This design comes from an exercise in tuning for small area, a short achievable clock period and few clock cycles per item on the open sky130 flow, not from production work. Only simulation tests tie the RTL to the original design; equivalence was not proved. Power is estimated from default activity; no workload was simulated.

==> flow/design.v (excerpt) <==
module sorted_priority_queue #(
    parameter int DEPTH = 16
) (
    input  logic        i_clk,
    input  logic        i_rst_n,
    input  logic        s_axis_tvalid,
    output logic        s_axis_tready,
    input  logic [39:0] s_axis_tdata,   
    input  logic [0:0]  s_axis_tuser,   
    output logic        m_axis_tvalid,
    input  logic        m_axis_tready,
    output logic [23:0] m_axis_tdata,   
    output logic [1:0]  m_axis_tuser    
);
    localparam int ValW  = spq_pkg::ValueW;
    localparam int WtW   = spq_pkg::WeightW;
    localparam int SlotW = spq_pkg::SlotW;
    localparam int CntW  = $clog2(DEPTH + 1);
    localparam int RkW   = 4;
    logic [DEPTH-1:0]                w_valid;
    logic [DEPTH-1:0][RkW-1:0]       w_rank;
    logic [DEPTH-1:0][SlotW-2:0]     w_data;      
    logic [DEPTH-1:0]                w_head;      
    logic [DEPTH-1:0]                w_second;    
    logic [DEPTH-1:0]                w_third;     
    logic [DEPTH-1:0]                r_head;      
    logic [DEPTH-1:0]                r_second;    
    logic [DEPTH-1:0]                w_second_nx;
    logic [DEPTH-1:0]                w_first_a;   
    logic [DEPTH-1:0]                w_first_b;   
    logic [DEPTH-1:0]                r_pf;        
    logic [DEPTH-1:0]                w_valid_nx;  
    logic [DEPTH-1:0]                w_head_nx;   
    logic [RkW-1:0]                  w_pos;       
    logic              r_p_ee;                    
    logic              r_p_de;                    
    logic [DEPTH-1:0]  r_p_c;                     
    logic [1:0]        r_p_z;                     
    logic              w_p_h0;                    
    logic [CntW-1:0]   r_count;                   
    logic [CntW-1:0]   w_count_n;
    logic              r_out_valid;
    logic [ValW-1:0]   r_out_value;
    logic [1:0]        r_out_status;
    logic              r_out_empty;
    logic [CntW-1:0]   r_out_count;
    logic [ValW-1:0]   w_head_val;
    logic [DEPTH-1:0]  w_head_old;                
    logic [ValW-1:0]   r_p_val;                   
    logic [1:0]        w_status;
    logic              w_accept;
    logic              w_cmd_deq;
    logic              w_full, w_empty;
    logic [WtW-1:0]    w_wt;
    logic [DEPTH-1:0]  w_c_nx;
    assign w_wt      = s_axis_tdata[39:16];
  ...
Size in the first run: ~860 flip-flops, about 73 I/O pins, ~39,000 µm² of cells after synthesis.
==> flow/config.mk <==
export PLATFORM = sky130hd
export DESIGN_NAME = sorted_priority_queue
export DESIGN_NICKNAME = sorted_priority_queue
export VERILOG_FILES = /design/flow/design.v
export SDC_FILE = /design/flow/constraint.sdc
export NUM_CORES = 4
export LEC_CHECK = 0
export CAP_MARGIN = 20
export CORE_MARGIN = 2
export CORE_UTILIZATION = 65
export CTS_BUF_LIST = sky130_fd_sc_hd__clkbuf_8
export CTS_CLUSTER_SIZE = 20
export SETUP_SLACK_MARGIN = 1.9
export SLEW_MARGIN = 20
export SYNTH_HIERARCHICAL = 1
==> flow/constraint.sdc <==
create_clock -name core_clock -period 4.4 [get_ports {i_clk}]
set_input_delay 0.8800 -clock core_clock [delete_from_list [all_inputs] [get_ports {i_clk}]]
set_output_delay 0.8800 -clock core_clock [all_outputs]
set_load 0.01 [all_outputs]
standard.sh (not shown) runs the stock make flow with config.mk's settings and CLKGATE_MAP_FILE= SYNTH_SCRIPT=/design/flow/synth_recipe.tcl, a recipe that flattens the netlist after the stock synthesis.
==> flow/flow/run.sh <==
#!/bin/bash
# Standard layout, with the port buffers that buffer_ports inserts made
# plain buf_4 cells instead of the library's delay buffers, so that paths
# from the inputs and to the outputs are not slowed by them. ORFS writes
# each step's full log under orfs/logs; make's own output goes to make.log.
set -euo pipefail
bash standard.sh "BUFFER_PORTS_ARGS=-buffer_cell sky130_fd_sc_hd__buf_4" finish > make.log 2>&1
The first run completed with no timing, DRC or antenna violations.
Testbench counts at the start, summed over its fixed seeds: cycles 16,008, items 16,000.
Change:
- CORE_UTILIZATION: 65 -> 55
Outcome: Worst setup slack improves by 0.017 ns; register-to-register slack improves by 0.02 ns; count of clock-buffer cells in the layout went up by 11; wire length went up by a few percent; synthesized area does not change; global-route usage went down by 5.1 points; power went up slightly; sequential cell count stays the same.

[what the ideal ports hide]
How much do the figures lean on ideal ports? The routed layouts below were timed once more, with nothing changed but the port constraints. Step 1 assumes that a clkbuf_16 drives the clock port and a buf_2 every other input. Step 2 times the ports against the registers' clock, not the clock port: input delays grow and output delays shrink by t, the midpoint of the rising clock arrivals with the driver on. Slacks: no drivers / after step 1 / after step 2; pairs: no drivers / after step 1.
| run | shift t [ns] | setup WS [ns] | pins driven straight from the clock port |
|---|---|---|---|
| the first run | 0.852 | 1.479 / 1.479 / 0.670 | 1 |
| the second run | 0.856 | 1.496 / 1.496 / 0.690 | 1 |
After both steps setup and hold are still met in every run listed. The setup slack of the first run, which loses most, moves by 0.000 ns with the drivers and by -0.809 ns with both steps.
